What follows belongs to an exercise in optimizing a design on an open flow for a short achievable clock period and few clock cycles per item; a production flow would make more cautious choices. Only simulation tests tie the RTL to the original design; equivalence was not proved.

==> v39: inputs <==
==> flow/design.v <==
module ascon_permutation #(
    parameter int unsigned MAX_ROUNDS = 12
) (
    input  logic         clk,
    input  logic         rst_n,
    input  logic         start,
    input  logic [3:0]   num_rounds,
    input  logic [319:0] state_in,
    output logic [319:0] state_out,
    output logic         busy,
    output logic         done
);
    localparam int unsigned KI = 2;
    localparam int unsigned KR = 3;
    localparam int unsigned KO = 1;
    localparam logic [3:0] MaxRounds = 4'(MAX_ROUNDS);
    logic [319:0] state_q, state_d;
    logic [3:0]   round_q, round_d;
    logic [3:0]   rem_q, rem_d;
    logic         busy_q, busy_d;
    logic         done_q, done_d;
    logic         omode_q, omode_d;
    logic [3:0]   n_eff;
    logic [3:0]   r_first;
    logic [3:0]   n_first;
    logic [3:0]   n_last;
    logic [3:0]   n_mid;
    logic [3:0]   n_step;
    logic         accept;
    function automatic logic [63:0] ror64(input logic [63:0] v, input int unsigned n);
        ror64 = (v >> n) | (v << (64 - n));
    endfunction
    function automatic logic [319:0] ascon_round(input logic [319:0] s, input logic [3:0] r);
        logic [63:0] x0, x1, x2, x3, x4;
        logic [63:0] t0, t1, t2, t3, t4;
        logic [63:0] c;
        logic [63:0] i1, i3;
        c  = {56'd0, 4'hF - r, r};
        x0 = s[319:256];
        x1 = s[255:192];
        x2 = s[191:128];
        x3 = s[127:64];
        x4 = s[63:0];
        i1 = x1;
        i3 = x3;
        x0 = x0 ^ x4;
        x4 = x4 ^ x3;
        x2 = x2 ^ x1;
        t0 = ~x0 & x1;
        t1 = ~x1 & x2;
        t2 = ~x2 & x3;
        t3 = ~x3 & x4;
        t4 = ~x4 & x0;
        x0 = x0 ^ t1;
        x1 = x1 ^ t2;
        x2 = x2 ^ t3;
        x3 = x3 ^ t4;
        x4 = x4 ^ t0;
        x1 = x1 ^ x0;
        x0 = x0 ^ x4;
        x3 = x3 ^ x2;
        x2 = ~x2;
        x0 = x0 ^ (c & ~i1);
        x1 = x1 ^ (c & ~(i1 ^ i3));
        x2 = x2 ^ c;
        x3 = x3 ^ c;
        x0 = x0 ^ ror64(x0, 19) ^ ror64(x0, 28);
        x1 = x1 ^ ror64(x1, 61) ^ ror64(x1, 39);
        x2 = x2 ^ ror64(x2, 1)  ^ ror64(x2, 6);
        x3 = x3 ^ ror64(x3, 10) ^ ror64(x3, 17);
        x4 = x4 ^ ror64(x4, 7)  ^ ror64(x4, 41);
        ascon_round = {x0, x1, x2, x3, x4};
    endfunction
    assign n_eff   = (num_rounds > MaxRounds) ? MaxRounds : num_rounds;
    assign r_first = MaxRounds - n_eff;
    assign n_last  = (n_eff > 4'(KI)) ? 4'(KO) : 4'd0;
    assign n_first = (n_eff > 4'(KI)) ? 4'((n_eff - n_last) % KR) : n_eff;
    assign n_mid   = n_eff - n_last - n_first;
    assign accept  = start && !busy_q;
    logic [319:0] in_tap [KI+1];
    always_comb begin
        in_tap[0] = state_in;
        for (int k = 1; k <= KI; k++)
            in_tap[k] = ascon_round(in_tap[k-1], r_first + 4'(k - 1));
    end
    logic [319:0] in_out, reg_out;
    always_comb begin
        in_out = in_tap[0];
        for (int k = 1; k < KI; k++)
            if (n_first == 4'(k)) in_out = in_tap[k];
        if (n_first >= 4'(KI)) in_out = in_tap[KI];
        reg_out = reg_tap[KR];
    end
    logic [319:0] reg_tap [KR+1];
    always_comb begin
        reg_tap[0] = state_q;
        for (int k = 1; k <= KR; k++)
            reg_tap[k] = ascon_round(reg_tap[k-1], round_q + 4'(k - 1));
    end
    assign n_step = 4'(KR);
    logic [319:0] out_tap [KO+1];
    always_comb begin
        out_tap[0] = state_q;
        for (int k = 1; k <= KO; k++)
            out_tap[k] = ascon_round(out_tap[k-1], MaxRounds - 4'(KO) + 4'(k - 1));
    end
    always_ff @(posedge clk or negedge rst_n) begin
        if (!rst_n) begin
            busy_q <= 1'b0;
            done_q <= 1'b0;
        end else begin
            busy_q <= busy_d;
            done_q <= done_d;
        end
    end
    always_ff @(posedge clk) begin
        state_q <= state_d;
        round_q <= round_d;
        rem_q   <= rem_d;
        omode_q <= omode_d;
    end
    always_comb begin
        state_d = state_q;
        round_d = round_q;
        rem_d   = rem_q;
        omode_d = omode_q;
        busy_d  = 1'b0;
        done_d  = 1'b0;
        if (accept) begin
            state_d = in_out;
            round_d = r_first + n_first;
            rem_d   = n_mid;
            omode_d = (n_last != 4'd0);
            busy_d  = (n_mid != 4'd0);
            done_d  = (n_mid == 4'd0);
        end else if (busy_q) begin
            state_d = reg_out;
            round_d = round_q + n_step;
            rem_d   = rem_q - n_step;
            busy_d  = (rem_q > 4'(KR));
            done_d  = (rem_q <= 4'(KR));
        end
    end
    assign state_out = omode_q ? out_tap[KO] : state_q;
    assign busy      = busy_q;
    assign done      = done_q;
endmodule
==> flow/flow/run.sh <==
#!/bin/bash
# Layout flow: the standard layout (standard.sh) with two changes:
#  * Yosys's half/full adder extraction is off (ADDER_MAP_FILE empty): the
#    design has no arithmetic, and extracted half adders only slow the
#    XOR/AND logic of the rounds. Registers are as in the standard synthesis.
#  * every input and output port still gets its buffer, but a plain buf_4
#    rather than the slow delay cell the default choice lands on.
set -uo pipefail
export ADDER_MAP_FILE=
export BUFFER_PORTS_ARGS="-buffer_cell sky130_fd_sc_hd__buf_4"
bash standard.sh finish > standard_flow.log 2>&1
status=$?
tail -n 40 standard_flow.log
exit $status
==> flow/standard.sh <==
#!/bin/bash
# synth_recipe.tcl (not shown) runs the flow's synth.tcl, then flattens the netlist and writes it again
# the make line also repeats each setting of config.mk as NAME=value (left out here)
make -C /OpenROAD-flow-scripts/flow DESIGN_CONFIG=/design/flow/config.mk WORK_HOME=/design/flow/orfs CLKGATE_MAP_FILE= SYNTH_SCRIPT=/design/flow/synth_recipe.tcl "${@:-finish}"
==> flow/config.mk <==
export PLATFORM = sky130hd
export DESIGN_NAME = ascon_permutation
export DESIGN_NICKNAME = ascon_permutation
export VERILOG_FILES = /design/flow/design.v
export SDC_FILE = /design/flow/constraint.sdc
export NUM_CORES = 4
export LEC_CHECK = 0
export CAP_MARGIN = 20
export CORE_MARGIN = 2
export CORE_UTILIZATION = 25
export PLACE_DENSITY = 0.7
export SETUP_SLACK_MARGIN = 0.9
export SLEW_MARGIN = 20
==> flow/constraint.sdc <==
create_clock -name core_clock -period 5.5 [get_ports {clk}]
set_input_delay 1.1000 -clock core_clock [delete_from_list [all_inputs] [get_ports {clk}]]
set_output_delay 1.1000 -clock core_clock [all_outputs]
set_load 0.01 [all_outputs]
==> inputs of v3, as changes to v39 <==
--- a/flow/design.v
+++ b/flow/design.v
@@ -16,3 +16,4 @@
     localparam logic [3:0] MaxRounds = 4'(MAX_ROUNDS);
-    logic [319:0] state_q, state_d;
+    logic [319:0] state_q, state_d;    
+    logic [319:0] res_q;               
     logic [3:0]   round_q, round_d;
@@ -102,3 +103,3 @@
     always_comb begin
-        out_tap[0] = state_q;
+        out_tap[0] = res_q;
         for (int k = 1; k <= KO; k++)
@@ -117,2 +118,3 @@
         state_q <= state_d;
+        if (done_d) res_q <= state_d;
         round_q <= round_d;
@@ -122,3 +124,3 @@
     always_comb begin
-        state_d = state_q;
+        state_d = reg_out;
         round_d = round_q;
@@ -136,3 +138,2 @@
         end else if (busy_q) begin
-            state_d = reg_out;
             round_d = round_q + n_step;
@@ -143,3 +144,3 @@
     end
-    assign state_out = omode_q ? out_tap[KO] : state_q;
+    assign state_out = omode_q ? out_tap[KO] : res_q;
     assign busy      = busy_q;
Settings changed: CORE_UTILIZATION 25 to 24, PLACE_DENSITY 0.7 to unset, SETUP_SLACK_MARGIN 0.9 to 0.7.
==> inputs of v18, as changes to v39 <==
--- a/flow/design.v
+++ b/flow/design.v
@@ -12,3 +12,3 @@
 );
-    localparam int unsigned KI = 2;
+    localparam int unsigned KI = 3;
     localparam int unsigned KR = 3;
@@ -76,3 +76,3 @@
     assign n_last  = (n_eff > 4'(KI)) ? 4'(KO) : 4'd0;
-    assign n_first = (n_eff > 4'(KI)) ? 4'((n_eff - n_last) % KR) : n_eff;
+    assign n_first = (n_eff - n_last > 4'(KI)) ? 4'(KI) : n_eff - n_last;
     assign n_mid   = n_eff - n_last - n_first;
@@ -91,3 +91,6 @@
         if (n_first >= 4'(KI)) in_out = in_tap[KI];
-        reg_out = reg_tap[KR];
+        reg_out = reg_tap[0];
+        for (int k = 1; k < KR; k++)
+            if (n_step == 4'(k)) reg_out = reg_tap[k];
+        if (n_step >= 4'(KR)) reg_out = reg_tap[KR];
     end
@@ -99,3 +102,3 @@
     end
-    assign n_step = 4'(KR);
+    assign n_step = (rem_q > 4'(KR)) ? 4'(KR) : rem_q;
     logic [319:0] out_tap [KO+1];
Settings changed: CORE_UTILIZATION 25 to 30, PLACE_DENSITY 0.7 to unset, SETUP_SLACK_MARGIN 0.9 to 0.2.
==> notes <==
Against v39, the register-to-register slack of v3 is higher by 0.03 ns. Between v3 and v39, the lower die area is in v39 (gap 21%, measured against v39). Between v39 and v3, the lower critical path depth is in v3 (gap 2). Against v39, the fmax of v3 is larger by 0.45%. v18 stopped in global routing (5_1_grt) on GRT-0116. v39 completed, yet does not pass: setup timing. v3 produced a layout that fails on setup timing.
Testbench counts of v39, summed over its fixed seeds: cycles 9,721, items 3,200.
Testbench counts of v3, summed over its fixed seeds: cycles 9,721, items 3,200.
Testbench counts of v18, summed over its fixed seeds: cycles 9,721, items 3,200.

-- separate check: timing with driven ports --
No port has a modelled driver above. Below, the same layouts with a new extraction and two added sets of constraints. Step 1: set_driving_cell puts a clkbuf_16 on clk and a buf_2 on each other input, an assumption about the parent block. Step 2 moves the port delays by t, midway between the first and last clock arrival at a register: inputs arrive t later, outputs are due t later. That takes back most of the time a late clock gives input paths. a / b / c = no drivers / after step 1 / after step 2; a / b = the first two.
| run | t, ns | slack for setup (ns) | worst setup path after step 2 |
|---|---|---|---|
| v39 | 0.856 | -0.136 / -0.136 / -0.617 | input to register |
| v3 | 0.803 | -0.111 / -0.111 / -0.745 | input to register |
For v3, which loses most, drivers alone change the setup slack by 0.000 ns; drivers and shift together by -0.634 ns.
